This design comes from an exercise in tuning for small area, a short achievable clock period and few clock cycles on the open sky130 flow, not from production work.
The RTL was checked by simulation tests, not by an equivalence proof against the original design.
Power is estimated from default activity; no workload was simulated.

==> design/flow/run.sh <==
#!/bin/bash
# synth_recipe.tcl (not shown) runs the flow's synth.tcl, then flattens the netlist and writes it again
# the make line also repeats each setting of config.mk as NAME=value (left out here)
make -C /OpenROAD-flow-scripts/flow DESIGN_CONFIG=/design/flow/config.mk WORK_HOME=/design/flow/orfs CLKGATE_MAP_FILE= SYNTH_SCRIPT=/design/flow/synth_recipe.tcl finish
==> design/flow/config.mk <==
export PLATFORM = sky130hd
export DESIGN_NAME = ppu_quire_acc
export DESIGN_NICKNAME = ppu_quire_acc
export VERILOG_FILES = /design/flow/design.v
export SDC_FILE = /design/flow/constraint.sdc
export NUM_CORES = 4
export LEC_CHECK = 0
export CAP_MARGIN = 20
export CORE_MARGIN = 2
export CORE_UTILIZATION = 60
export PLACE_DENSITY = 0.65
export SLEW_MARGIN = 20
export SYNTH_HIERARCHICAL = 1
==> design/flow/constraint.sdc <==
create_clock -name core_clock -period 12.0 [get_ports {clk_i}]
set_input_delay 2.4000 -clock core_clock [delete_from_list [all_inputs] [get_ports {clk_i}]]
set_output_delay 2.4000 -clock core_clock [all_outputs]
set_load 0.01 [all_outputs]
==> design/flow/design.v <==
package ppu_pkg;
   localparam int N              = 16;
   localparam int ES             = 1;
   localparam int MS             = N - 2;
   localparam int TE_BITS        = $clog2(N) + ES + 2;
   localparam int FRAC_FULL_SIZE = 3 * N - 8;
   localparam int QW             = 16 * N;
   localparam int QF             = QW / 2;
endpackage
module pfx_add #(
   parameter int W = 32
) (
   input  logic [W-1:0] a,
   input  logic [W-1:0] b,
   input  logic         cin,
   output logic [W-1:0] s,
   output logic         co
);
   localparam int LV = $clog2(W);
   logic [W-1:0] g [LV+1];
   logic [W-1:0] p [LV+1];
   logic [W-1:0] hp;
   assign hp   = a ^ b;
   assign g[0] = (a & b) | {{(W-1){1'b0}}, hp[0] & cin};
   assign p[0] = hp;
   for (genvar l = 0; l < LV; l++) begin : g_lv
      for (genvar i = 0; i < W; i++) begin : g_bit
         if (((i >> l) & 1) == 1) begin : g_op
            localparam int J = ((i >> l) << l) - 1;
            assign g[l+1][i] = g[l][i] | (p[l][i] & g[l][J]);
            assign p[l+1][i] = p[l][i] & p[l][J];
         end else begin : g_pass
            assign g[l+1][i] = g[l][i];
            assign p[l+1][i] = p[l][i];
         end
      end
   end
   assign s  = hp ^ {g[LV][W-2:0], cin};
   assign co = g[LV][W-1];
endmodule
module pfx_add_late #(
   parameter int W = 32
) (
   input  logic [W-1:0] a,
   input  logic [W-1:0] b,
   input  logic         cin,
   output logic [W-1:0] s,
   output logic         gout,     
   output logic         pout      
);
   localparam int LV = $clog2(W);
   logic [W-1:0] g [LV+1];
   logic [W-1:0] p [LV+1];
   logic [W-1:0] hp;
   assign hp   = a ^ b;
   assign g[0] = a & b;
   assign p[0] = hp;
   for (genvar l = 0; l < LV; l++) begin : g_lv
      for (genvar i = 0; i < W; i++) begin : g_bit
         if (((i >> l) & 1) == 1) begin : g_op
            localparam int J = ((i >> l) << l) - 1;
            assign g[l+1][i] = g[l][i] | (p[l][i] & g[l][J]);
            assign p[l+1][i] = p[l][i] & p[l][J];
         end else begin : g_pass
            assign g[l+1][i] = g[l][i];
            assign p[l+1][i] = p[l][i];
         end
      end
   end
   assign s    = hp ^ ({g[LV][W-2:0], 1'b0} | ({p[LV][W-2:0], 1'b1} & {W{cin}}));
   assign gout = g[LV][W-1];
   assign pout = p[LV][W-1];
endmodule
module quire_booth_enc (
   input  logic [13:0] b,
   output logic [6:0] one,
   output logic [6:0] two,
   output logic [6:0] neg,
   output logic        btop
);
   assign one[0] = b[0] ^ 1'b0;
   assign two[0] = (b[1] & ~b[0] & ~1'b0) | (~b[1] & b[0] & 1'b0);
   assign neg[0] = b[1];
   assign one[1] = b[2] ^ b[1];
   assign two[1] = (b[3] & ~b[2] & ~b[1]) | (~b[3] & b[2] & b[1]);
   assign neg[1] = b[3];
   assign one[2] = b[4] ^ b[3];
   assign two[2] = (b[5] & ~b[4] & ~b[3]) | (~b[5] & b[4] & b[3]);
   assign neg[2] = b[5];
   assign one[3] = b[6] ^ b[5];
   assign two[3] = (b[7] & ~b[6] & ~b[5]) | (~b[7] & b[6] & b[5]);
   assign neg[3] = b[7];
   assign one[4] = b[8] ^ b[7];
   assign two[4] = (b[9] & ~b[8] & ~b[7]) | (~b[9] & b[8] & b[7]);
   assign neg[4] = b[9];
   assign one[5] = b[10] ^ b[9];
   assign two[5] = (b[11] & ~b[10] & ~b[9]) | (~b[11] & b[10] & b[9]);
   assign neg[5] = b[11];
   assign one[6] = b[12] ^ b[11];
   assign two[6] = (b[13] & ~b[12] & ~b[11]) | (~b[13] & b[12] & b[11]);
   assign neg[6] = b[13];
   assign btop = b[13];
endmodule
module quire_mul_tree (
   input  logic [13:0] a,
   input  logic [6:0]  one,
   input  logic [6:0]  two,
   input  logic [6:0]  neg,
   input  logic        btop,
   output logic [27:0] ra,
   output logic [27:0] rb
);
   logic t1, t2, t3, t4, t5, t6, t7, t8, t9, t10, t11, t12, t13, t14, t15, t16, t17, t18, t19, t20, t21, t22, t23, t24, t25, t26, t27, t28, t29, t30, t31, t32, t33, t34, t35, t36, t37, t38, t39, t40, t41, t42, t43, t44, t45, t46, t47, t48, t49, t50, t51, t52, t53, t54, t55, t56, t57, t58, t59, t60, t61, t62, t63, t64, t65, t66, t67, t68, t69, t70, t71, t72, t73, t74, t75, t76, t77, t78, t79, t80, t81, t82, t83, t84, t85, t86, t87, t88, t89, t90, t91, t92, t93, t94, t95, t96, t97, t98, t99, t100, t101, t102, t103, t104, t105, t106, t107, t108, t109, t110, t111, t112, t113, t114, t115, t116, t117, t118, t119, t120, t121, t122, t123, t124, t125, t126, t127, t128, t129, t130, t131, t132, t133, t134, t135, t136, t137, t138, t139, t140, t141, t142, t143, t144, t145, t146, t147, t148, t149, t150, t151, t152, t153, t154, t155, t156, t157, t158, t159, t160, t161, t162, t163, t164, t165, t166, t167, t168, t169, t170, t171, t172, t173, t174, t175, t176, t177, t178, t179, t180, t181, t182, t183, t184, t185, t186, t187, t188, t189, t190, t191, t192, t193, t194, t195, t196, t197, t198, t199, t200, t201, t202, t203, t204, t205, t206;
   assign t1 = (((one[0] & a[10]) | (two[0] & a[9])) ^ neg[0]) ^ (((one[1] & a[8]) | (two[1] & a[7])) ^ neg[1]);
   assign t2 = (((one[0] & a[10]) | (two[0] & a[9])) ^ neg[0]) & (((one[1] & a[8]) | (two[1] & a[7])) ^ neg[1]);
   assign t3 = (((one[0] & a[11]) | (two[0] & a[10])) ^ neg[0]) ^ (((one[1] & a[9]) | (two[1] & a[8])) ^ neg[1]);
   assign t4 = (((one[0] & a[11]) | (two[0] & a[10])) ^ neg[0]) & (((one[1] & a[9]) | (two[1] & a[8])) ^ neg[1]);
   assign t5 = (((one[0] & a[12]) | (two[0] & a[11])) ^ neg[0]) ^ (((one[1] & a[10]) | (two[1] & a[9])) ^ neg[1]) ^ (((one[2] & a[8]) | (two[2] & a[7])) ^ neg[2]);
   assign t6 = ((((one[0] & a[12]) | (two[0] & a[11])) ^ neg[0]) & (((one[1] & a[10]) | (two[1] & a[9])) ^ neg[1])) | ((((one[0] & a[12]) | (two[0] & a[11])) ^ neg[0]) & (((one[2] & a[8]) | (two[2] & a[7])) ^ neg[2])) | ((((one[1] & a[10]) | (two[1] & a[9])) ^ neg[1]) & (((one[2] & a[8]) | (two[2] & a[7])) ^ neg[2]));
   assign t7 = (((one[3] & a[6]) | (two[3] & a[5])) ^ neg[3]) ^ (((one[4] & a[4]) | (two[4] & a[3])) ^ neg[4]);
   assign t8 = (((one[3] & a[6]) | (two[3] & a[5])) ^ neg[3]) & (((one[4] & a[4]) | (two[4] & a[3])) ^ neg[4]);
   assign t9 = (((one[0] & a[13]) | (two[0] & a[12])) ^ neg[0]) ^ (((one[1] & a[11]) | (two[1] & a[10])) ^ neg[1]) ^ (((one[2] & a[9]) | (two[2] & a[8])) ^ neg[2]);
   assign t10 = ((((one[0] & a[13]) | (two[0] & a[12])) ^ neg[0]) & (((one[1] & a[11]) | (two[1] & a[10])) ^ neg[1])) | ((((one[0] & a[13]) | (two[0] & a[12])) ^ neg[0]) & (((one[2] & a[9]) | (two[2] & a[8])) ^ neg[2])) | ((((one[1] & a[11]) | (two[1] & a[10])) ^ neg[1]) & (((one[2] & a[9]) | (two[2] & a[8])) ^ neg[2]));
   assign t11 = (((one[3] & a[7]) | (two[3] & a[6])) ^ neg[3]) ^ (((one[4] & a[5]) | (two[4] & a[4])) ^ neg[4]);
   assign t12 = (((one[3] & a[7]) | (two[3] & a[6])) ^ neg[3]) & (((one[4] & a[5]) | (two[4] & a[4])) ^ neg[4]);
   assign t13 = (((two[0] & a[13])) ^ neg[0]) ^ (((one[1] & a[12]) | (two[1] & a[11])) ^ neg[1]) ^ (((one[2] & a[10]) | (two[2] & a[9])) ^ neg[2]);
   assign t14 = ((((two[0] & a[13])) ^ neg[0]) & (((one[1] & a[12]) | (two[1] & a[11])) ^ neg[1])) | ((((two[0] & a[13])) ^ neg[0]) & (((one[2] & a[10]) | (two[2] & a[9])) ^ neg[2])) | ((((one[1] & a[12]) | (two[1] & a[11])) ^ neg[1]) & (((one[2] & a[10]) | (two[2] & a[9])) ^ neg[2]));
   assign t15 = (((one[3] & a[8]) | (two[3] & a[7])) ^ neg[3]) ^ (((one[4] & a[6]) | (two[4] & a[5])) ^ neg[4]) ^ (((one[5] & a[4]) | (two[5] & a[3])) ^ neg[5]);
   assign t16 = ((((one[3] & a[8]) | (two[3] & a[7])) ^ neg[3]) & (((one[4] & a[6]) | (two[4] & a[5])) ^ neg[4])) | ((((one[3] & a[8]) | (two[3] & a[7])) ^ neg[3]) & (((one[5] & a[4]) | (two[5] & a[3])) ^ neg[5])) | ((((one[4] & a[6]) | (two[4] & a[5])) ^ neg[4]) & (((one[5] & a[4]) | (two[5] & a[3])) ^ neg[5]));
   assign t17 = ~neg[0] ^ (((one[1] & a[13]) | (two[1] & a[12])) ^ neg[1]) ^ (((one[2] & a[11]) | (two[2] & a[10])) ^ neg[2]);
   assign t18 = (~neg[0] & (((one[1] & a[13]) | (two[1] & a[12])) ^ neg[1])) | (~neg[0] & (((one[2] & a[11]) | (two[2] & a[10])) ^ neg[2])) | ((((one[1] & a[13]) | (two[1] & a[12])) ^ neg[1]) & (((one[2] & a[11]) | (two[2] & a[10])) ^ neg[2]));
   assign t19 = (((one[3] & a[9]) | (two[3] & a[8])) ^ neg[3]) ^ (((one[4] & a[7]) | (two[4] & a[6])) ^ neg[4]) ^ (((one[5] & a[5]) | (two[5] & a[4])) ^ neg[5]);
   assign t20 = ((((one[3] & a[9]) | (two[3] & a[8])) ^ neg[3]) & (((one[4] & a[7]) | (two[4] & a[6])) ^ neg[4])) | ((((one[3] & a[9]) | (two[3] & a[8])) ^ neg[3]) & (((one[5] & a[5]) | (two[5] & a[4])) ^ neg[5])) | ((((one[4] & a[7]) | (two[4] & a[6])) ^ neg[4]) & (((one[5] & a[5]) | (two[5] & a[4])) ^ neg[5]));
   assign t21 = (((one[6] & a[3]) | (two[6] & a[2])) ^ neg[6]) ^ (btop & a[1]);
   assign t22 = (((one[6] & a[3]) | (two[6] & a[2])) ^ neg[6]) & (btop & a[1]);
   assign t23 = (((two[1] & a[13])) ^ neg[1]) ^ (((one[2] & a[12]) | (two[2] & a[11])) ^ neg[2]) ^ (((one[3] & a[10]) | (two[3] & a[9])) ^ neg[3]);
   assign t24 = ((((two[1] & a[13])) ^ neg[1]) & (((one[2] & a[12]) | (two[2] & a[11])) ^ neg[2])) | ((((two[1] & a[13])) ^ neg[1]) & (((one[3] & a[10]) | (two[3] & a[9])) ^ neg[3])) | ((((one[2] & a[12]) | (two[2] & a[11])) ^ neg[2]) & (((one[3] & a[10]) | (two[3] & a[9])) ^ neg[3]));
   assign t25 = (((one[4] & a[8]) | (two[4] & a[7])) ^ neg[4]) ^ (((one[5] & a[6]) | (two[5] & a[5])) ^ neg[5]) ^ (((one[6] & a[4]) | (two[6] & a[3])) ^ neg[6]);
   assign t26 = ((((one[4] & a[8]) | (two[4] & a[7])) ^ neg[4]) & (((one[5] & a[6]) | (two[5] & a[5])) ^ neg[5])) | ((((one[4] & a[8]) | (two[4] & a[7])) ^ neg[4]) & (((one[6] & a[4]) | (two[6] & a[3])) ^ neg[6])) | ((((one[5] & a[6]) | (two[5] & a[5])) ^ neg[5]) & (((one[6] & a[4]) | (two[6] & a[3])) ^ neg[6]));
   assign t27 = (btop & a[2]) ^ 1'b1;
   assign t28 = (btop & a[2]) & 1'b1;
   assign t29 = ~neg[1] ^ (((one[2] & a[13]) | (two[2] & a[12])) ^ neg[2]) ^ (((one[3] & a[11]) | (two[3] & a[10])) ^ neg[3]);
   assign t30 = (~neg[1] & (((one[2] & a[13]) | (two[2] & a[12])) ^ neg[2])) | (~neg[1] & (((one[3] & a[11]) | (two[3] & a[10])) ^ neg[3])) | ((((one[2] & a[13]) | (two[2] & a[12])) ^ neg[2]) & (((one[3] & a[11]) | (two[3] & a[10])) ^ neg[3]));
   assign t31 = (((one[4] & a[9]) | (two[4] & a[8])) ^ neg[4]) ^ (((one[5] & a[7]) | (two[5] & a[6])) ^ neg[5]) ^ (((one[6] & a[5]) | (two[6] & a[4])) ^ neg[6]);
   assign t32 = ((((one[4] & a[9]) | (two[4] & a[8])) ^ neg[4]) & (((one[5] & a[7]) | (two[5] & a[6])) ^ neg[5])) | ((((one[4] & a[9]) | (two[4] & a[8])) ^ neg[4]) & (((one[6] & a[5]) | (two[6] & a[4])) ^ neg[6])) | ((((one[5] & a[7]) | (two[5] & a[6])) ^ neg[5]) & (((one[6] & a[5]) | (two[6] & a[4])) ^ neg[6]));
   assign t33 = (((two[2] & a[13])) ^ neg[2]) ^ (((one[3] & a[12]) | (two[3] & a[11])) ^ neg[3]) ^ (((one[4] & a[10]) | (two[4] & a[9])) ^ neg[4]);
   assign t34 = ((((two[2] & a[13])) ^ neg[2]) & (((one[3] & a[12]) | (two[3] & a[11])) ^ neg[3])) | ((((two[2] & a[13])) ^ neg[2]) & (((one[4] & a[10]) | (two[4] & a[9])) ^ neg[4])) | ((((one[3] & a[12]) | (two[3] & a[11])) ^ neg[3]) & (((one[4] & a[10]) | (two[4] & a[9])) ^ neg[4]));
   assign t35 = (((one[5] & a[8]) | (two[5] & a[7])) ^ neg[5]) ^ (((one[6] & a[6]) | (two[6] & a[5])) ^ neg[6]);
   assign t36 = (((one[5] & a[8]) | (two[5] & a[7])) ^ neg[5]) & (((one[6] & a[6]) | (two[6] & a[5])) ^ neg[6]);
   assign t37 = ~neg[2] ^ (((one[3] & a[13]) | (two[3] & a[12])) ^ neg[3]) ^ (((one[4] & a[11]) | (two[4] & a[10])) ^ neg[4]);
   assign t38 = (~neg[2] & (((one[3] & a[13]) | (two[3] & a[12])) ^ neg[3])) | (~neg[2] & (((one[4] & a[11]) | (two[4] & a[10])) ^ neg[4])) | ((((one[3] & a[13]) | (two[3] & a[12])) ^ neg[3]) & (((one[4] & a[11]) | (two[4] & a[10])) ^ neg[4]));
   assign t39 = (((two[3] & a[13])) ^ neg[3]) ^ (((one[4] & a[12]) | (two[4] & a[11])) ^ neg[4]);
   assign t40 = (((two[3] & a[13])) ^ neg[3]) & (((one[4] & a[12]) | (two[4] & a[11])) ^ neg[4]);
   assign t41 = (((one[0] & a[6]) | (two[0] & a[5])) ^ neg[0]) ^ (((one[1] & a[4]) | (two[1] & a[3])) ^ neg[1]);
   assign t42 = (((one[0] & a[6]) | (two[0] & a[5])) ^ neg[0]) & (((one[1] & a[4]) | (two[1] & a[3])) ^ neg[1]);
   assign t43 = (((one[0] & a[7]) | (two[0] & a[6])) ^ neg[0]) ^ (((one[1] & a[5]) | (two[1] & a[4])) ^ neg[1]);
   assign t44 = (((one[0] & a[7]) | (two[0] & a[6])) ^ neg[0]) & (((one[1] & a[5]) | (two[1] & a[4])) ^ neg[1]);
   assign t45 = (((one[0] & a[8]) | (two[0] & a[7])) ^ neg[0]) ^ (((one[1] & a[6]) | (two[1] & a[5])) ^ neg[1]) ^ (((one[2] & a[4]) | (two[2] & a[3])) ^ neg[2]);
   assign t46 = ((((one[0] & a[8]) | (two[0] & a[7])) ^ neg[0]) & (((one[1] & a[6]) | (two[1] & a[5])) ^ neg[1])) | ((((one[0] & a[8]) | (two[0] & a[7])) ^ neg[0]) & (((one[2] & a[4]) | (two[2] & a[3])) ^ neg[2])) | ((((one[1] & a[6]) | (two[1] & a[5])) ^ neg[1]) & (((one[2] & a[4]) | (two[2] & a[3])) ^ neg[2]));
   assign t47 = (((one[3] & a[2]) | (two[3] & a[1])) ^ neg[3]) ^ (((one[4] & a[0])) ^ neg[4]);
   assign t48 = (((one[3] & a[2]) | (two[3] & a[1])) ^ neg[3]) & (((one[4] & a[0])) ^ neg[4]);
   assign t49 = (((one[0] & a[9]) | (two[0] & a[8])) ^ neg[0]) ^ (((one[1] & a[7]) | (two[1] & a[6])) ^ neg[1]) ^ (((one[2] & a[5]) | (two[2] & a[4])) ^ neg[2]);
   assign t50 = ((((one[0] & a[9]) | (two[0] & a[8])) ^ neg[0]) & (((one[1] & a[7]) | (two[1] & a[6])) ^ neg[1])) | ((((one[0] & a[9]) | (two[0] & a[8])) ^ neg[0]) & (((one[2] & a[5]) | (two[2] & a[4])) ^ neg[2])) | ((((one[1] & a[7]) | (two[1] & a[6])) ^ neg[1]) & (((one[2] & a[5]) | (two[2] & a[4])) ^ neg[2]));
   assign t51 = (((one[3] & a[3]) | (two[3] & a[2])) ^ neg[3]) ^ (((one[4] & a[1]) | (two[4] & a[0])) ^ neg[4]);
   assign t52 = (((one[3] & a[3]) | (two[3] & a[2])) ^ neg[3]) & (((one[4] & a[1]) | (two[4] & a[0])) ^ neg[4]);
   assign t53 = (((one[2] & a[6]) | (two[2] & a[5])) ^ neg[2]) ^ (((one[3] & a[4]) | (two[3] & a[3])) ^ neg[3]) ^ (((one[4] & a[2]) | (two[4] & a[1])) ^ neg[4]);
   assign t54 = ((((one[2] & a[6]) | (two[2] & a[5])) ^ neg[2]) & (((one[3] & a[4]) | (two[3] & a[3])) ^ neg[3])) | ((((one[2] & a[6]) | (two[2] & a[5])) ^ neg[2]) & (((one[4] & a[2]) | (two[4] & a[1])) ^ neg[4])) | ((((one[3] & a[4]) | (two[3] & a[3])) ^ neg[3]) & (((one[4] & a[2]) | (two[4] & a[1])) ^ neg[4]));
   assign t55 = (((one[5] & a[0])) ^ neg[5]) ^ neg[5] ^ t1;
   assign t56 = ((((one[5] & a[0])) ^ neg[5]) & neg[5]) | ((((one[5] & a[0])) ^ neg[5]) & t1) | (neg[5] & t1);
   assign t57 = (((one[2] & a[7]) | (two[2] & a[6])) ^ neg[2]) ^ (((one[3] & a[5]) | (two[3] & a[4])) ^ neg[3]) ^ (((one[4] & a[3]) | (two[4] & a[2])) ^ neg[4]);
   assign t58 = ((((one[2] & a[7]) | (two[2] & a[6])) ^ neg[2]) & (((one[3] & a[5]) | (two[3] & a[4])) ^ neg[3])) | ((((one[2] & a[7]) | (two[2] & a[6])) ^ neg[2]) & (((one[4] & a[3]) | (two[4] & a[2])) ^ neg[4])) | ((((one[3] & a[5]) | (two[3] & a[4])) ^ neg[3]) & (((one[4] & a[3]) | (two[4] & a[2])) ^ neg[4]));
   assign t59 = (((one[5] & a[1]) | (two[5] & a[0])) ^ neg[5]) ^ t2 ^ t3;
   assign t60 = ((((one[5] & a[1]) | (two[5] & a[0])) ^ neg[5]) & t2) | ((((one[5] & a[1]) | (two[5] & a[0])) ^ neg[5]) & t3) | (t2 & t3);
   assign t61 = (((one[5] & a[2]) | (two[5] & a[1])) ^ neg[5]) ^ (((one[6] & a[0])) ^ neg[6]) ^ neg[6];
   assign t62 = ((((one[5] & a[2]) | (two[5] & a[1])) ^ neg[5]) & (((one[6] & a[0])) ^ neg[6])) | ((((one[5] & a[2]) | (two[5] & a[1])) ^ neg[5]) & neg[6]) | ((((one[6] & a[0])) ^ neg[6]) & neg[6]);
   assign t63 = t4 ^ t5 ^ t7;
   assign t64 = (t4 & t5) | (t4 & t7) | (t5 & t7);
   assign t65 = (((one[5] & a[3]) | (two[5] & a[2])) ^ neg[5]) ^ (((one[6] & a[1]) | (two[6] & a[0])) ^ neg[6]) ^ t6;
   assign t66 = ((((one[5] & a[3]) | (two[5] & a[2])) ^ neg[5]) & (((one[6] & a[1]) | (two[6] & a[0])) ^ neg[6])) | ((((one[5] & a[3]) | (two[5] & a[2])) ^ neg[5]) & t6) | ((((one[6] & a[1]) | (two[6] & a[0])) ^ neg[6]) & t6);
   assign t67 = t8 ^ t9 ^ t11;
   assign t68 = (t8 & t9) | (t8 & t11) | (t9 & t11);
   assign t69 = (((one[6] & a[2]) | (two[6] & a[1])) ^ neg[6]) ^ (btop & a[0]) ^ t10;
   assign t70 = ((((one[6] & a[2]) | (two[6] & a[1])) ^ neg[6]) & (btop & a[0])) | ((((one[6] & a[2]) | (two[6] & a[1])) ^ neg[6]) & t10) | ((btop & a[0]) & t10);
   assign t71 = t12 ^ t13 ^ t15;
   assign t72 = (t12 & t13) | (t12 & t15) | (t13 & t15);
   assign t73 = 1'b1 ^ t14 ^ t16;
   assign t74 = (1'b1 & t14) | (1'b1 & t16) | (t14 & t16);
   assign t75 = t17 ^ t19 ^ t21;
   assign t76 = (t17 & t19) | (t17 & t21) | (t19 & t21);
   assign t77 = t18 ^ t20 ^ t22;
   assign t78 = (t18 & t20) | (t18 & t22) | (t20 & t22);
   assign t79 = t23 ^ t25 ^ t27;
   assign t80 = (t23 & t25) | (t23 & t27) | (t25 & t27);
   assign t81 = (btop & a[3]) ^ t24 ^ t26;
   assign t82 = ((btop & a[3]) & t24) | ((btop & a[3]) & t26) | (t24 & t26);
   assign t83 = t28 ^ t29 ^ t31;
   assign t84 = (t28 & t29) | (t28 & t31) | (t29 & t31);
   assign t85 = (btop & a[4]) ^ 1'b1 ^ t30;
   assign t86 = ((btop & a[4]) & 1'b1) | ((btop & a[4]) & t30) | (1'b1 & t30);
   assign t87 = t32 ^ t33 ^ t35;
   assign t88 = (t32 & t33) | (t32 & t35) | (t33 & t35);
   assign t89 = (((one[5] & a[9]) | (two[5] & a[8])) ^ neg[5]) ^ (((one[6] & a[7]) | (two[6] & a[6])) ^ neg[6]) ^ (btop & a[5]);
   assign t90 = ((((one[5] & a[9]) | (two[5] & a[8])) ^ neg[5]) & (((one[6] & a[7]) | (two[6] & a[6])) ^ neg[6])) | ((((one[5] & a[9]) | (two[5] & a[8])) ^ neg[5]) & (btop & a[5])) | ((((one[6] & a[7]) | (two[6] & a[6])) ^ neg[6]) & (btop & a[5]));
   assign t91 = t34 ^ t36 ^ t37;
   assign t92 = (t34 & t36) | (t34 & t37) | (t36 & t37);
   assign t93 = (((one[5] & a[10]) | (two[5] & a[9])) ^ neg[5]) ^ (((one[6] & a[8]) | (two[6] & a[7])) ^ neg[6]) ^ (btop & a[6]);
   assign t94 = ((((one[5] & a[10]) | (two[5] & a[9])) ^ neg[5]) & (((one[6] & a[8]) | (two[6] & a[7])) ^ neg[6])) | ((((one[5] & a[10]) | (two[5] & a[9])) ^ neg[5]) & (btop & a[6])) | ((((one[6] & a[8]) | (two[6] & a[7])) ^ neg[6]) & (btop & a[6]));
   assign t95 = 1'b1 ^ t38 ^ t39;
   assign t96 = (1'b1 & t38) | (1'b1 & t39) | (t38 & t39);
   assign t97 = ~neg[3] ^ (((one[4] & a[13]) | (two[4] & a[12])) ^ neg[4]) ^ (((one[5] & a[11]) | (two[5] & a[10])) ^ neg[5]);
   assign t98 = (~neg[3] & (((one[4] & a[13]) | (two[4] & a[12])) ^ neg[4])) | (~neg[3] & (((one[5] & a[11]) | (two[5] & a[10])) ^ neg[5])) | ((((one[4] & a[13]) | (two[4] & a[12])) ^ neg[4]) & (((one[5] & a[11]) | (two[5] & a[10])) ^ neg[5]));
   assign t99 = (((one[6] & a[9]) | (two[6] & a[8])) ^ neg[6]) ^ (btop & a[7]) ^ t40;
   assign t100 = ((((one[6] & a[9]) | (two[6] & a[8])) ^ neg[6]) & (btop & a[7])) | ((((one[6] & a[9]) | (two[6] & a[8])) ^ neg[6]) & t40) | ((btop & a[7]) & t40);
   assign t101 = (((two[4] & a[13])) ^ neg[4]) ^ (((one[5] & a[12]) | (two[5] & a[11])) ^ neg[5]) ^ (((one[6] & a[10]) | (two[6] & a[9])) ^ neg[6]);
   assign t102 = ((((two[4] & a[13])) ^ neg[4]) & (((one[5] & a[12]) | (two[5] & a[11])) ^ neg[5])) | ((((two[4] & a[13])) ^ neg[4]) & (((one[6] & a[10]) | (two[6] & a[9])) ^ neg[6])) | ((((one[5] & a[12]) | (two[5] & a[11])) ^ neg[5]) & (((one[6] & a[10]) | (two[6] & a[9])) ^ neg[6]));
   assign t103 = (btop & a[8]) ^ 1'b1;
   assign t104 = (btop & a[8]) & 1'b1;
   assign t105 = ~neg[4] ^ (((one[5] & a[13]) | (two[5] & a[12])) ^ neg[5]) ^ (((one[6] & a[11]) | (two[6] & a[10])) ^ neg[6]);
   assign t106 = (~neg[4] & (((one[5] & a[13]) | (two[5] & a[12])) ^ neg[5])) | (~neg[4] & (((one[6] & a[11]) | (two[6] & a[10])) ^ neg[6])) | ((((one[5] & a[13]) | (two[5] & a[12])) ^ neg[5]) & (((one[6] & a[11]) | (two[6] & a[10])) ^ neg[6]));
   assign t107 = (((two[5] & a[13])) ^ neg[5]) ^ (((one[6] & a[12]) | (two[6] & a[11])) ^ neg[6]);
   assign t108 = (((two[5] & a[13])) ^ neg[5]) & (((one[6] & a[12]) | (two[6] & a[11])) ^ neg[6]);
   assign t109 = (((one[0] & a[4]) | (two[0] & a[3])) ^ neg[0]) ^ (((one[1] & a[2]) | (two[1] & a[1])) ^ neg[1]);
   assign t110 = (((one[0] & a[4]) | (two[0] & a[3])) ^ neg[0]) & (((one[1] & a[2]) | (two[1] & a[1])) ^ neg[1]);
   assign t111 = (((one[0] & a[5]) | (two[0] & a[4])) ^ neg[0]) ^ (((one[1] & a[3]) | (two[1] & a[2])) ^ neg[1]);
   assign t112 = (((one[0] & a[5]) | (two[0] & a[4])) ^ neg[0]) & (((one[1] & a[3]) | (two[1] & a[2])) ^ neg[1]);
   assign t113 = (((one[2] & a[2]) | (two[2] & a[1])) ^ neg[2]) ^ (((one[3] & a[0])) ^ neg[3]) ^ neg[3];
   assign t114 = ((((one[2] & a[2]) | (two[2] & a[1])) ^ neg[2]) & (((one[3] & a[0])) ^ neg[3])) | ((((one[2] & a[2]) | (two[2] & a[1])) ^ neg[2]) & neg[3]) | ((((one[3] & a[0])) ^ neg[3]) & neg[3]);
   assign t115 = (((one[2] & a[3]) | (two[2] & a[2])) ^ neg[2]) ^ (((one[3] & a[1]) | (two[3] & a[0])) ^ neg[3]) ^ t42;
   assign t116 = ((((one[2] & a[3]) | (two[2] & a[2])) ^ neg[2]) & (((one[3] & a[1]) | (two[3] & a[0])) ^ neg[3])) | ((((one[2] & a[3]) | (two[2] & a[2])) ^ neg[2]) & t42) | ((((one[3] & a[1]) | (two[3] & a[0])) ^ neg[3]) & t42);
   assign t117 = neg[4] ^ t44 ^ t45;
   assign t118 = (neg[4] & t44) | (neg[4] & t45) | (t44 & t45);
   assign t119 = t46 ^ t48 ^ t49;
   assign t120 = (t46 & t48) | (t46 & t49) | (t48 & t49);
   assign t121 = t50 ^ t52 ^ t53;
   assign t122 = (t50 & t52) | (t50 & t53) | (t52 & t53);
   assign t123 = t54 ^ t56 ^ t57;
   assign t124 = (t54 & t56) | (t54 & t57) | (t56 & t57);
   assign t125 = t58 ^ t60 ^ t61;
   assign t126 = (t58 & t60) | (t58 & t61) | (t60 & t61);
   assign t127 = t62 ^ t64 ^ t65;
   assign t128 = (t62 & t64) | (t62 & t65) | (t64 & t65);
   assign t129 = t66 ^ t68 ^ t69;
   assign t130 = (t66 & t68) | (t66 & t69) | (t68 & t69);
   assign t131 = t70 ^ t72 ^ t73;
   assign t132 = (t70 & t72) | (t70 & t73) | (t72 & t73);
   assign t133 = t74 ^ t76 ^ t77;
   assign t134 = (t74 & t76) | (t74 & t77) | (t76 & t77);
   assign t135 = t78 ^ t80 ^ t81;
   assign t136 = (t78 & t80) | (t78 & t81) | (t80 & t81);
   assign t137 = t82 ^ t84 ^ t85;
   assign t138 = (t82 & t84) | (t82 & t85) | (t84 & t85);
   assign t139 = t86 ^ t88 ^ t89;
   assign t140 = (t86 & t88) | (t86 & t89) | (t88 & t89);
   assign t141 = t90 ^ t92 ^ t93;
   assign t142 = (t90 & t92) | (t90 & t93) | (t92 & t93);
   assign t143 = t94 ^ t96 ^ t97;
   assign t144 = (t94 & t96) | (t94 & t97) | (t96 & t97);
   assign t145 = t98 ^ t100 ^ t101;
   assign t146 = (t98 & t100) | (t98 & t101) | (t100 & t101);
   assign t147 = (btop & a[9]) ^ t102 ^ t104;
   assign t148 = ((btop & a[9]) & t102) | ((btop & a[9]) & t104) | (t102 & t104);
   assign t149 = (btop & a[10]) ^ 1'b1 ^ t106;
   assign t150 = ((btop & a[10]) & 1'b1) | ((btop & a[10]) & t106) | (1'b1 & t106);
   assign t151 = ~neg[5] ^ (((one[6] & a[13]) | (two[6] & a[12])) ^ neg[6]) ^ (btop & a[11]);
   assign t152 = (~neg[5] & (((one[6] & a[13]) | (two[6] & a[12])) ^ neg[6])) | (~neg[5] & (btop & a[11])) | ((((one[6] & a[13]) | (two[6] & a[12])) ^ neg[6]) & (btop & a[11]));
   assign t153 = (((two[6] & a[13])) ^ neg[6]) ^ (btop & a[12]);
   assign t154 = (((two[6] & a[13])) ^ neg[6]) & (btop & a[12]);
   assign t155 = (((one[0] & a[2]) | (two[0] & a[1])) ^ neg[0]) ^ (((one[1] & a[0])) ^ neg[1]);
   assign t156 = (((one[0] & a[2]) | (two[0] & a[1])) ^ neg[0]) & (((one[1] & a[0])) ^ neg[1]);
   assign t157 = (((one[0] & a[3]) | (two[0] & a[2])) ^ neg[0]) ^ (((one[1] & a[1]) | (two[1] & a[0])) ^ neg[1]);
   assign t158 = (((one[0] & a[3]) | (two[0] & a[2])) ^ neg[0]) & (((one[1] & a[1]) | (two[1] & a[0])) ^ neg[1]);
   assign t159 = (((one[2] & a[0])) ^ neg[2]) ^ neg[2] ^ t109;
   assign t160 = ((((one[2] & a[0])) ^ neg[2]) & neg[2]) | ((((one[2] & a[0])) ^ neg[2]) & t109) | (neg[2] & t109);
   assign t161 = (((one[2] & a[1]) | (two[2] & a[0])) ^ neg[2]) ^ t110 ^ t111;
   assign t162 = ((((one[2] & a[1]) | (two[2] & a[0])) ^ neg[2]) & t110) | ((((one[2] & a[1]) | (two[2] & a[0])) ^ neg[2]) & t111) | (t110 & t111);
   assign t163 = t41 ^ t112 ^ t113;
   assign t164 = (t41 & t112) | (t41 & t113) | (t112 & t113);
   assign t165 = t43 ^ t114 ^ t115;
   assign t166 = (t43 & t114) | (t43 & t115) | (t114 & t115);
   assign t167 = t47 ^ t116 ^ t117;
   assign t168 = (t47 & t116) | (t47 & t117) | (t116 & t117);
   assign t169 = t51 ^ t118 ^ t119;
   assign t170 = (t51 & t118) | (t51 & t119) | (t118 & t119);
   assign t171 = t55 ^ t120 ^ t121;
   assign t172 = (t55 & t120) | (t55 & t121) | (t120 & t121);
   assign t173 = t59 ^ t122 ^ t123;
   assign t174 = (t59 & t122) | (t59 & t123) | (t122 & t123);
   assign t175 = t63 ^ t124 ^ t125;
   assign t176 = (t63 & t124) | (t63 & t125) | (t124 & t125);
   assign t177 = t67 ^ t126 ^ t127;
   assign t178 = (t67 & t126) | (t67 & t127) | (t126 & t127);
   assign t179 = t71 ^ t128 ^ t129;
   assign t180 = (t71 & t128) | (t71 & t129) | (t128 & t129);
   assign t181 = t75 ^ t130 ^ t131;
   assign t182 = (t75 & t130) | (t75 & t131) | (t130 & t131);
   assign t183 = t79 ^ t132 ^ t133;
   assign t184 = (t79 & t132) | (t79 & t133) | (t132 & t133);
   assign t185 = t83 ^ t134 ^ t135;
   assign t186 = (t83 & t134) | (t83 & t135) | (t134 & t135);
   assign t187 = t87 ^ t136 ^ t137;
   assign t188 = (t87 & t136) | (t87 & t137) | (t136 & t137);
   assign t189 = t91 ^ t138 ^ t139;
   assign t190 = (t91 & t138) | (t91 & t139) | (t138 & t139);
   assign t191 = t95 ^ t140 ^ t141;
   assign t192 = (t95 & t140) | (t95 & t141) | (t140 & t141);
   assign t193 = t99 ^ t142 ^ t143;
   assign t194 = (t99 & t142) | (t99 & t143) | (t142 & t143);
   assign t195 = t103 ^ t144 ^ t145;
   assign t196 = (t103 & t144) | (t103 & t145) | (t144 & t145);
   assign t197 = t105 ^ t146 ^ t147;
   assign t198 = (t105 & t146) | (t105 & t147) | (t146 & t147);
   assign t199 = t107 ^ t148 ^ t149;
   assign t200 = (t107 & t148) | (t107 & t149) | (t148 & t149);
   assign t201 = t108 ^ t150 ^ t151;
   assign t202 = (t108 & t150) | (t108 & t151) | (t150 & t151);
   assign t203 = 1'b1 ^ t152 ^ t153;
   assign t204 = (1'b1 & t152) | (1'b1 & t153) | (t152 & t153);
   assign t205 = ~neg[6] ^ (btop & a[13]) ^ t154;
   assign t206 = (~neg[6] & (btop & a[13])) | (~neg[6] & t154) | ((btop & a[13]) & t154);
   assign ra = {t204, t202, t200, t198, t196, t194, t192, t190, t188, t186, t184, t182, t180, t178, t176, t174, t172, t170, t168, t166, t164, t162, t160, t158, t156, neg[1], (((one[0] & a[1]) | (two[0] & a[0])) ^ neg[0]), (((one[0] & a[0])) ^ neg[0])};
   assign rb = {t205, t203, t201, t199, t197, t195, t193, t191, t189, t187, t185, t183, t181, t179, t177, t175, t173, t171, t169, t167, t165, t163, t161, t159, t157, t155, 1'b0, neg[0]};
endmodule
module quire_resolve (
   input  logic [255:0] x,
   input  logic [6:0]   cr,       
   output logic [7:0]   kk,       
   output logic [7:0]   nz,       
   output logic         sgn
);
   logic [7:0] crin, z0, e0, e1, e2, gg, pp, rz, ro;
   logic [7:0] rz0, rz1, ro0, ro1;
   logic [7:0] lg [4];
   logic [7:0] lp [4];
   logic       a7, t1, t2, c0, c1;
   always_comb begin
      for (int i = 0; i < 8; i++) begin
         crin[i] = (i == 0) ? 1'b0 : cr[i-1];
         z0[i] = ~|x[32*i +: 32];
         e0[i] = (&x[32*i+2 +: 30]) &  x[32*i+1] &  x[32*i];
         e1[i] = (&x[32*i+2 +: 30]) &  x[32*i+1] & ~x[32*i];
         e2[i] = (&x[32*i+2 +: 30]) & ~x[32*i+1] &  x[32*i];
         gg[i] = e0[i] & crin[i];
         pp[i] = (e0[i] & ~crin[i]) | (e1[i] & crin[i]);
         rz0[i] = crin[i] ? e0[i] : z0[i];
         rz1[i] = crin[i] ? e1[i] : e0[i];
         ro0[i] = crin[i] ? e1[i] : e0[i];
         ro1[i] = crin[i] ? e2[i] : e1[i];
      end
      a7 = &x[226 +: 29];
      t1 = a7 & x[225] & x[224];      
      t2 = a7 & x[225] & ~x[224];     
      c0 = crin[7] & t1;
      c1 = t1 | (crin[7] & t2);
   end
   assign lg[0] = gg;
   assign lp[0] = pp;
   for (genvar l = 0; l < 3; l++) begin : g_lv
      for (genvar c = 0; c < 8; c++) begin : g_c
         if (((c >> l) & 1) == 1) begin : g_op
            localparam int J = ((c >> l) << l) - 1;
            assign lg[l+1][c] = lg[l][c] | (lp[l][c] & lg[l][J]);
            assign lp[l+1][c] = lp[l][c] & lp[l][J];
         end else begin : g_pass
            assign lg[l+1][c] = lg[l][c];
            assign lp[l+1][c] = lp[l][c];
         end
      end
   end
   always_comb begin
      kk  = {lg[3][6:0], 1'b0};
      rz  = (kk & rz1) | (~kk & rz0);
      ro  = (kk & ro1) | (~kk & ro0);
      sgn = x[255] ^ (kk[7] ? c1 : c0);
      nz  = sgn ? ~ro : ~rz;
   end
endmodule
module quire_norm_coarse (
   input  logic [255:0] quire,
   input  logic [7:0]   nz,
   input  logic         sgn,
   output logic [71:0]  win,      
   output logic [4:0]   lzl,
   output logic [2:0]   m,        
   output logic         none,     
   output logic         stk
);
   logic [295:0] zz;
   logic [71:0]  c5;
   logic [7:0]   o32, o24, below, under, above, jsel;
   logic [31:0]  top;
   always_comb begin
      above[7] = 1'b0;
      for (int i = 6; i >= 0; i--) above[i] = above[i+1] | nz[i+1];
      none = ~|nz;
      for (int i = 0; i < 8; i++) jsel[i] = nz[i] & ~above[i];
      jsel[0] = jsel[0] | none;
      m = 3'd0;
      for (int j = 0; j < 8; j++) if (jsel[j]) m = 3'(7 - j);
      zz = {quire, 40'b0};
      c5 = '0;
      for (int j = 0; j < 8; j++)
         c5 = c5 | ({72{jsel[j]}} & zz[32*j + 71 -: 72]);
      win = c5 ^ {72{sgn}};
      top = win[71:40];
      lzl = 5'd31;
      for (int i = 0; i < 32; i++)
         if (top[i]) lzl = 5'(31 - i);
      for (int i = 0; i < 8; i++) begin
         o32[i] = |quire[32*i +: 32];
         o24[i] = |quire[32*i +: 24];
      end
      under[0] = 1'b0;
      for (int j = 1; j < 8; j++) under[j] = under[j-1] | o32[j-1];
      below[0] = 1'b0;
      below[1] = 1'b0;
      for (int j = 2; j < 8; j++) below[j] = o24[j-2] | under[j-2];
      stk = |(jsel & below);
   end
endmodule
module quire_norm_fine (
   input  logic [71:0] win,
   input  logic [4:0]  lzl,
   input  logic        sgn,
   output logic [40:0] lead,     
   output logic        nz        
);
   logic [55:0] c4;
   logic [47:0] c3;
   logic [43:0] c2;
   logic [41:0] c1;
   logic [4:0]  drop;
   logic        s;
   always_comb begin
      s       = sgn;
      c4      = lzl[4] ? win[55:0] : win[71 -: 56];
      drop[4] = lzl[4] ? 1'b0 : |(win[15:0] ^ {16{s}});
      c3      = lzl[3] ? c4[47:0] : c4[55 -: 48];
      drop[3] = lzl[3] ? 1'b0 : |(c4[7:0] ^ {8{s}});
      c2      = lzl[2] ? c3[43:0] : c3[47 -: 44];
      drop[2] = lzl[2] ? 1'b0 : |(c3[3:0] ^ {4{s}});
      c1      = lzl[1] ? c2[41:0] : c2[43 -: 42];
      drop[1] = lzl[1] ? 1'b0 : |(c2[1:0] ^ {2{s}});
      lead    = lzl[0] ? c1[40:0] : c1[41 -: 41];
      drop[0] = lzl[0] ? 1'b0 : (c1[0] ^ s);
      nz      = |drop;
   end
endmodule
module quire_norm_out (
   input  logic [40:0] lead,
   input  logic [7:0]  lz,
   input  logic        lownz,
   input  logic        sgn,
   input  logic        none,
   input  logic        sticky,
   output logic [48:0] meta,
   output logic        zero
);
   logic              s, cy, ovf, hi0, hi1, lo0, lo1;
   logic [39:0]       frac;
   logic [39:0]       run [7];
   logic [6:0]        t0, t1, te;
   assign run[0] = {lead[38:0], 1'b1};
   for (genvar l = 0; l < 6; l++) begin : g_lv
      for (genvar i = 0; i < 40; i++) begin : g_bit
         if (((i >> l) & 1) == 1) begin : g_op
            assign run[l+1][i] = run[l][i] & run[l][((i >> l) << l) - 1];
         end else begin : g_pass
            assign run[l+1][i] = run[l][i];
         end
      end
   end
   always_comb begin
      s    = sgn;
      cy   = s & ~lownz;
      ovf  = cy & run[6][39] & lead[39];
      frac = lead[39:0] ^ ({40{cy}} & run[6]);
      t0  = 7'(8'd127 - lz);
      t1  = 7'(8'd128 - lz);
      hi0 = lz < 8'd64;
      hi1 = lz < 8'd65;
      lo0 = lz > 8'd191;
      lo1 = lz > 8'd192;
      te  = ovf ? t1 : t0;
      meta = '0;
      zero = 1'b0;
      if (none & ~s) begin
         zero = ~sticky;
         if (sticky) begin
            meta[47:41] = 7'h40;
            meta[0]     = 1'b1;
         end
      end else if (none) begin
         meta[48]    = 1'b1;
         meta[47:41] = 7'h40;
         meta[0]     = 1'b1;
      end else begin
         meta[48]   = s;
         meta[40:1] = frac;
         meta[0]    = lownz | sticky;
         if (ovf ? hi1 : hi0) begin
            meta[47:41] = 7'h3F;
            meta[0]     = 1'b1;
         end else if (ovf ? lo1 : lo0) begin
            meta[47:41] = 7'h40;
            meta[0]     = 1'b1;
         end else begin
            meta[47:41] = te;
         end
      end
   end
endmodule
module ppu_quire_acc (
   input  logic        clk_i,
   input  logic        rst_i,
   input  logic        in_valid_i,
   output logic        in_ready_o,
   input  logic [21:0] in_a_i,
   input  logic [21:0] in_b_i,
   input  logic        in_a_special_i,
   input  logic        in_b_special_i,
   input  logic        in_last_i,
   output logic        out_valid_o,
   input  logic        out_ready_i,
   output logic [48:0] out_meta_o,
   output logic        out_nar_o,
   output logic        out_zero_o
);
   localparam int W  = 32;
   localparam int NC = 8;
   logic fire, last_fire;
   assign fire      = in_valid_i & in_ready_o;
   assign last_fire = fire & in_last_i;
   logic        r0_valid;
   logic [13:0] r0_ma;
   logic [6:0]  r0_one, r0_two, r0_bneg, enc_one, enc_two, enc_neg;
   logic        r0_btop, enc_btop;
   logic [6:0]  r0_ta, r0_tb;
   logic        r0_neg, r0_add, r0_nar, r0_last;
   quire_booth_enc u_enc (.b(in_b_i[13:0]), .one(enc_one), .two(enc_two), .neg(enc_neg), .btop(enc_btop));
   always_ff @(posedge clk_i or posedge rst_i)
      if (rst_i) r0_valid <= 1'b0;
      else       r0_valid <= fire;
   always_ff @(posedge clk_i) begin
      r0_ma   <= in_a_i[13:0];
      r0_one  <= enc_one;
      r0_two  <= enc_two;
      r0_bneg <= enc_neg;
      r0_btop <= enc_btop;
      r0_ta   <= in_a_i[20:14];
      r0_tb   <= in_b_i[20:14];
      r0_neg  <= in_a_i[21] ^ in_b_i[21];
      r0_nar  <= (in_a_special_i & in_a_i[21]) | (in_b_special_i & in_b_i[21]);
      r0_add  <= ~in_a_special_i & ~in_b_special_i;
      r0_last <= in_last_i;
   end
   logic              m1_valid;
   logic [27:0]       m1_ra, m1_rb, tree_ra, tree_rb;
   logic signed [8:0] m1_k;
   logic              m1_neg, m1_add, m1_nar, m1_last;
   quire_mul_tree u_tree (
      .a    (r0_ma),
      .one  (r0_one),
      .two  (r0_two),
      .neg  (r0_bneg),
      .btop (r0_btop),
      .ra   (tree_ra),
      .rb   (tree_rb)
   );
   always_ff @(posedge clk_i or posedge rst_i)
      if (rst_i) m1_valid <= 1'b0;
      else       m1_valid <= r0_valid;
   always_ff @(posedge clk_i) begin
      m1_ra   <= tree_ra;
      m1_rb   <= tree_rb;
      m1_k    <= 9'($signed(r0_ta)) + 9'($signed(r0_tb)) + 9'sd102;
      m1_neg  <= r0_neg;
      m1_nar  <= r0_valid & r0_nar;
      m1_add  <= r0_valid & r0_add;
      m1_last <= r0_last;
   end
   logic              m2_valid;
   logic [27:0]       m2_p, prod;
   logic              prod_co;
   logic signed [8:0] m2_k;
   logic              m2_neg, m2_add, m2_nar, m2_last;
   pfx_add #(.W(28)) u_padd (.a(m1_ra), .b(m1_rb), .cin(1'b0), .s(prod), .co(prod_co));
   always_ff @(posedge clk_i or posedge rst_i)
      if (rst_i) m2_valid <= 1'b0;
      else       m2_valid <= m1_valid;
   always_ff @(posedge clk_i) begin
      m2_p    <= prod;
      m2_k    <= m1_k;
      m2_neg  <= m1_neg;
      m2_nar  <= m1_nar;
      m2_add  <= m1_add;
      m2_last <= m1_last;
   end
   logic              r2_valid;
   logic [58:0]       r2_win;
   logic [NC-1:0]     r2_lo, r2_hi, r2_fill;
   logic              r2_neg, r2_cin, r2_drop, r2_nar, r2_last;
   logic [58:0]       sh;
   logic [3:0]        cidx;
   assign sh   = 59'(m2_p) << m2_k[4:0];
   assign cidx = m2_k[8:5];
   always_ff @(posedge clk_i or posedge rst_i)
      if (rst_i) r2_valid <= 1'b0;
      else       r2_valid <= m2_valid;
   always_ff @(posedge clk_i) begin
      r2_win <= sh ^ {59{m2_neg}};
      r2_neg <= m2_neg;
      for (int i = 0; i < NC; i++) begin
         r2_lo[i]   <= m2_add & (cidx == 4'(i));
         r2_hi[i]   <= m2_add & (cidx == 4'(i - 1));
         r2_fill[i] <= m2_add & m2_neg & (cidx != 4'(i)) & (cidx != 4'(i - 1));
      end
      r2_cin  <= m2_add & m2_neg;
      r2_drop <= m2_add & (cidx == 4'hF) & (|sh[31:0]);
      r2_nar  <= m2_nar;
      r2_last <= m2_last;
   end
   logic [W-1:0]  x   [NC];
   logic [W-1:0]  xin [NC];
   logic [W-1:0]  a   [NC];
   logic [W-1:0]  sum [NC];
   logic          cg  [NC];
   logic          cp  [NC];
   logic          cin [NC];
   logic [NC-2:0] cr;
   logic [NC-1:0] crin;
   logic [NC:0]   kk;
   logic [63:0]   wfull;
   logic          fresh, cap, res, nar_acc, sticky_acc;
   logic [3:0]    clr;      
   logic          fr_a, fr_b, nfr_a, nfr_b;
   assign wfull = {{5{r2_neg}}, r2_win};
   always_comb begin
      for (int i = 0; i < NC; i++) begin
         crin[i] = (i == 0) ? 1'b0 : cr[i-1];
         xin[i]  = clr[i/2] ? '0 : x[i];
         a[i]    = ({W{r2_lo[i]}} & wfull[W-1:0]) |
                   ({W{r2_hi[i]}} & wfull[2*W-1:W]) |
                   {W{r2_fill[i]}} |
                   {{(W-1){1'b0}}, res & crin[i]};
         if (i == 0) cin[i] = r2_cin;
         else        cin[i] = res ? kk[i] : crin[i];
      end
   end
   logic [255:0] q;
   logic [NC-1:0] rnz, nz_r;
   logic          rsgn, sgn_r;
   assign q = {x[7], x[6], x[5], x[4], x[3], x[2], x[1], x[0]};
   quire_resolve u_res (
      .x    (q),
      .cr   (cr),
      .kk   (kk[NC-1:0]),
      .nz   (rnz),
      .sgn  (rsgn)
   );
   always_ff @(posedge clk_i) begin
      nz_r  <= rnz;
      sgn_r <= rsgn;
   end
   for (genvar i = 0; i < NC; i++) begin : g_chunk
      pfx_add_late #(.W(W)) u_add (
         .a    (xin[i]),
         .b    (a[i]),
         .cin  (cin[i]),
         .s    (sum[i]),
         .gout (cg[i]),
         .pout (cp[i])
      );
   end
   always_ff @(posedge clk_i or posedge rst_i) begin
      if (rst_i) begin
         fr_a  <= 1'b1;
         fr_b  <= 1'b1;
         nfr_a <= 1'b0;
         nfr_b <= 1'b0;
      end else begin
         if (r2_valid) fr_a <= 1'b0;
         else if (res) fr_a <= 1'b1;
         if (res)           fr_b <= 1'b1;
         else if (r2_valid) fr_b <= 1'b0;
         if (r2_valid) nfr_a <= 1'b1;
         else if (res) nfr_a <= 1'b0;
         if (res)           nfr_b <= 1'b0;
         else if (r2_valid) nfr_b <= 1'b1;
      end
   end
   assign clr   = {~nfr_b, ~nfr_a, fr_b, fr_a};
   assign fresh = fr_a;
   always_ff @(posedge clk_i or posedge rst_i) begin
      if (rst_i) begin
         cap     <= 1'b0;
         res     <= 1'b0;
         cr      <= '0;
      end else begin
         cap     <= res;
         res     <= r2_valid & r2_last;
         for (int i = 0; i < NC - 1; i++)
            cr[i] <= ~res & (cg[i] | (cp[i] & (i == 0 ? r2_cin : crin[i])));
      end
   end
   always_ff @(posedge clk_i) begin
      for (int i = 0; i < NC; i++) x[i] <= sum[i];
      nar_acc    <= (nar_acc & ~fresh) | (r2_valid & r2_nar);
      sticky_acc <= (sticky_acc & ~fresh) | (r2_valid & r2_drop);
   end
   logic [71:0] crs_win, n1_win;
   logic [4:0]  crs_lzl, n1_lzl;
   logic        crs_stk, crs_none;
   logic [2:0]  crs_m, n1_m;
   logic        n1_stk, n1_s, n1_none, n1_sticky, n1_nar, n1_valid;
   logic [40:0] fine_lead, n2_lead;
   logic        fine_nz;
   logic [7:0]  n2_lz;
   logic        n2_lownz, n2_s, n2_none, n2_sticky, n2_nar, n2_valid;
   logic [48:0] norm_meta;
   logic        norm_zero;
   logic [48:0] out_meta_r;
   logic        out_nar_r, out_zero_r;
   logic        n2_to_out;
   quire_norm_coarse u_coarse (
      .quire (q),
      .nz    (nz_r),
      .sgn   (sgn_r),
      .win   (crs_win),
      .lzl   (crs_lzl),
      .m     (crs_m),
      .none  (crs_none),
      .stk   (crs_stk)
   );
   always_ff @(posedge clk_i) begin
      n1_win    <= crs_win;
      n1_lzl    <= crs_lzl;
      n1_m      <= crs_m;
      n1_stk    <= crs_stk;
      n1_s      <= sgn_r;
      n1_none   <= crs_none;
      n1_sticky <= sticky_acc;
      n1_nar    <= nar_acc;
   end
   quire_norm_fine u_fine (
      .win  (n1_win),
      .lzl  (n1_lzl),
      .sgn  (n1_s),
      .lead (fine_lead),
      .nz   (fine_nz)
   );
   assign n2_to_out = n2_valid & ~out_valid_o;
   always_ff @(posedge clk_i) begin
      if (n1_valid) begin
         n2_lead   <= fine_lead;
         n2_lz     <= {n1_m, n1_lzl};
         n2_lownz  <= n1_stk | fine_nz;
         n2_s      <= n1_s;
         n2_none   <= n1_none;
         n2_sticky <= n1_sticky;
         n2_nar    <= n1_nar;
      end
   end
   quire_norm_out u_out (
      .lead   (n2_lead),
      .lz     (n2_lz),
      .lownz  (n2_lownz),
      .sgn    (n2_s),
      .none   (n2_none),
      .sticky (n2_sticky),
      .meta   (norm_meta),
      .zero   (norm_zero)
   );
   always_ff @(posedge clk_i) begin
      if (n2_to_out) begin
         out_meta_r <= n2_nar ? '0 : norm_meta;
         out_nar_r  <= n2_nar;
         out_zero_r <= ~n2_nar & norm_zero;
      end
   end
   logic [2:0] committed, committed_nx, base;
   logic       n1_valid_nx, n2_valid_nx, out_valid_nx;
   always_comb begin
      n1_valid_nx  = cap;
      n2_valid_nx  = n1_valid | (n2_valid & ~n2_to_out);
      out_valid_nx = n2_to_out | (out_valid_o & ~out_ready_i);
      committed_nx = committed + 3'(last_fire) - 3'(n1_valid);
      base         = committed - 3'(n1_valid) + 3'(n2_valid_nx);
   end
   always_ff @(posedge clk_i or posedge rst_i) begin
      if (rst_i) begin
         committed   <= '0;
         n1_valid    <= 1'b0;
         n2_valid    <= 1'b0;
         out_valid_o <= 1'b0;
         in_ready_o  <= 1'b1;
      end else begin
         committed   <= committed_nx;
         n1_valid    <= n1_valid_nx;
         n2_valid    <= n2_valid_nx;
         out_valid_o <= out_valid_nx;
         in_ready_o  <= ~last_fire &
                        ((base == 3'd0) | ((base == 3'd1) & ~out_valid_nx));
      end
   end
   assign out_meta_o = out_meta_r;
   assign out_nar_o  = out_nar_r;
   assign out_zero_o = out_zero_r;
endmodule
==> flow_metrics.tcl <==
set metrics [dict create \
    status "timing/DRC/antenna clean" \
    die_w_um 305 \
    r2r_start "x[2][24]$_DFF_P_" \
    final_hold_viol_count 0 \
    cts-root-buf "clkbuf_16" \
    grt_max_degree 90 \
    rsz0062_at_grt "no" \
    power_density_nw_per_um2 209 \
    fin_util_pct 64.7 \
    syn_inst 5971 \
    viasPerCell 7.03 \
    hold_class "flip-flop to flip-flop" \
    layout_min_cycle_time_ns 4.63 \
    reg2reg_to "x[7][27]$_DFF_P_" \
    clkTransAtPathRegs_ns 0.06 \
    leakage_nw 24.6 \
    timing.reg2reg.worst_path_depth 15 \
    tightestPinTransition_ns 1.35 \
    critPathLaunchType "flip-flop" \
    drive_above_1_share_pct 8.81 \
    end_kind "flip-flop" \
    cts_max_path_buffers 3 \
    avgSynthCellArea_um2 9.08 \
    synth_area_um2 54200 \
    rows 110 \
    cts.sinks 724 \
    crit_required_ns 12.57 \
    tns_ns 0 \
    swShare_pct 44.2 \
    holdCritStartpoint "m1_k[0]$_DFF_P_" \
    syn_to_final_growth_pct 7.12 \
    cts_max_level 3 \
    crit_chain "nand4_2, nor4_4, nand3_2, a2111oi_2, a211oi_2, o32ai_1, nand2_1, a211oi_2, mux2_2, inv_1, o221ai_4, a21boi_4, a21oi_4, nor4b_1, a2111oi_2" \
    cp_slowest_stage_delay_ns 0.68 \
    cp_top_family "compound AO/OA/AOI/OAI gates" \
    drtPass1Iterations 8 \
    die_y_um 305 \
    die_area_um2 92800 \
    first_iter_violations 7385 \
    peakVddDrop_v 0.000310 \
    share_seq_of_total_power_pct 37.0 \
    io_buffers 103 \
    combPwrFrac_pct 40.0 \
    min_to "m2_k[0]$_DFF_P_" \
    antenna_found_initial 11 \
    drc 0 \
    wl_per_cell_um 29.8 \
    grt_pass1_vias 45800 \
    clock_latency_ns 0.68 \
    wl_um 209000 \
    power.share.clock_pct 23.0 \
    min_period_over_period_pct 38.6 \
    crit_arrival_ns 5.21 \
    p_sw_w 0.00535 \
    grt_usage_pct 43.8 \
    crit_type "flip-flop to flip-flop" \
    fmax_mhz 216 \
    max_slew_margin_pct 9.79 \
    internal_power_w 0.00677 \
    gp_congestion 1.08 \
    pin_count 104 \
    slew_viol_final 0 \
    hold_depth 0 \
    post_cts.repair.setup_buffers 0 \
    seq_area_um2 15700 \
    synth.net_count 6438 \
    cts_hold_buffers 0 \
    grt-ovfl-total 0 \
    grt_pass1_wl_um 304000 \
    cts-buffers-inserted 83 \
    vias 49300 \
    crit_slowest_cell "dfxtp_1" \
    ys_warn_count 31 \
    cp_num_buf_inv 1 \
    power.total_w 0.0121 \
    worstPathMaxFanout 8 \
    antenna_left 0 \
    fill_cells 7378 \
    final-setup-viol-count 0 \
    multi_input_area_um2 35400 \
    core_region_area_um2 89700 \
    r2r_slack_ns 7.37 \
    fin_skew_ns 0.0258 \
    layout.nets 6233 \
    initial_utilization_pct 60.4 \
    maxCapViolCount 0 \
    cts_resized 0 \
    dpl.hpwl_um 159000 \
    cts_tree "yes" \
]
## worst max-delay path by stage
stage	start	end	slack (ns)	cells past startpoint
after global routing	x[3][25]$_DFF_P_	x[7][27]$_DFF_P_	7.20	15
after detailed placement	x[2][24]$_DFF_P_	x[7][27]$_DFF_P_	7.51	15
after floorplan	x[2][30]$_DFF_P_	x[7][27]$_DFF_P_	8.46	15
after CTS	x[2][24]$_DFF_P_	x[7][27]$_DFF_P_	7.49	15
after global placement	x[3][27]$_DFF_P_	x[7][27]$_DFF_P_	7.61	15
final	x[2][24]$_DFF_P_	x[7][27]$_DFF_P_	7.37	15
## sequential cells by signal (all words and copies together) (netlist names), 5 cells and up
| register | flops |
|---|---|
| m2_p | 28 |
| r0_tb | 7 |
| n1_lzl | 5 |
| m1_k | 9 |
| x | 256 |
| m1_rb | 28 |
| n1_win | 71 |
| r0_bneg | 7 |
| nz_r | 8 |
| r2_win | 59 |
| m1_ra | 28 |
| m2_k | 9 |
| r2_fill | 8 |
| out_meta_r | 49 |
| r0_one | 7 |
| cr | 7 |
| r2_hi | 7 |
| r0_two | 7 |
| r0_ta | 7 |
| n2_lead | 40 |
| n2_lz | 8 |
| r0_ma | 14 |
## final cells by class
class,instances,share of cell area [%]
repair buffers,167,2.60
flip-flops and latches,724,27.0
clock inverters,48,0.982
inverters,264,1.71
multi-input cells,4526,61.0
clock buffers,107,4.16
diodes,3,0.0129
well taps,1176,2.53
## through the flow
step	instance area (um2)	setup WS (ns)	hold slack (ns)	std cells
2_1_floorplan	54200	8.46	0.310	5971
4_1_cts	58100	7.49	0.324	7012
6_report	58100	7.37	0.324	7015
3_3_place_gp	55100	7.61	0.310	6856
5_1_grt	58100	7.20	0.328	7012
3_5_place_dp	55100	7.51	0.312	6857
## placed cells by master, fill, tap and decap left out, types with 147 or more instances in the layout
cell,count
a21oi_1,309
dfxtp_1,574
a221o_1,250
nand2_1,526
and2_1,148
nor2b_1,215
xnor2_1,358
nor4_1,147
nor2_1,298
ha_1,325
o21ai_0,187
a22oi_1,168
inv_1,259
## layer usage
metal	track usage (%)	vias to the layer above	wire length [um]
met1	56.4	23800	80300
li1	-	21700	-
met5	0	-	57
met4	28.1	8	16000
met2	63.8	3010	86400
met3	13.1	746	26500
## power by group through the flow
| stage | sequential [W] | combinational (W) | clock (W) |
|---|---|---|---|
| floorplan | 0.00348 | 0.00394 | 0 |
| global route | 0.00443 | 0.00522 | 0.00290 |
| CTS | 0.00433 | 0.00476 | 0.00280 |
| finish | 0.00449 | 0.00484 | 0.00279 |
| global placement | 0.00436 | 0.00465 | 0 |
| detailed placement | 0.00438 | 0.00472 | 0 |
Testbench counts, summed over its fixed seeds: cycles 7,194.

## port drivers added, routing unchanged
The flow's constraints put no driver on any port. The routed layout listed below was extracted and timed again, unchanged, in two steps. Step 1, drivers: a clkbuf_16 drives clk_i and a buf_2 each remaining input, both assumed. Step 2 adds t to the input delays and takes it off the output delays; t is the mean of the earliest and latest rising clock arrival at the registers after step 1. Input paths then give back, and output paths get back, about the clock's delay inside the block. Slacks: ideal / step 1 / step 2; pairs: ideal / step 1.
t, ns: 0.743
slack for setup (ns): 7.366 / 7.366 / 7.366
hold WS [ns]: 0.324 / 0.324 / 0.324
slew at the worst register clock pin (ns): 0.07 / 0.07
worst data-port slew with drivers (ns): 0.05
After both steps this run still meets setup and hold. The setup slack of this run moves by 0.000 ns with the drivers and by 0.000 ns with both steps.
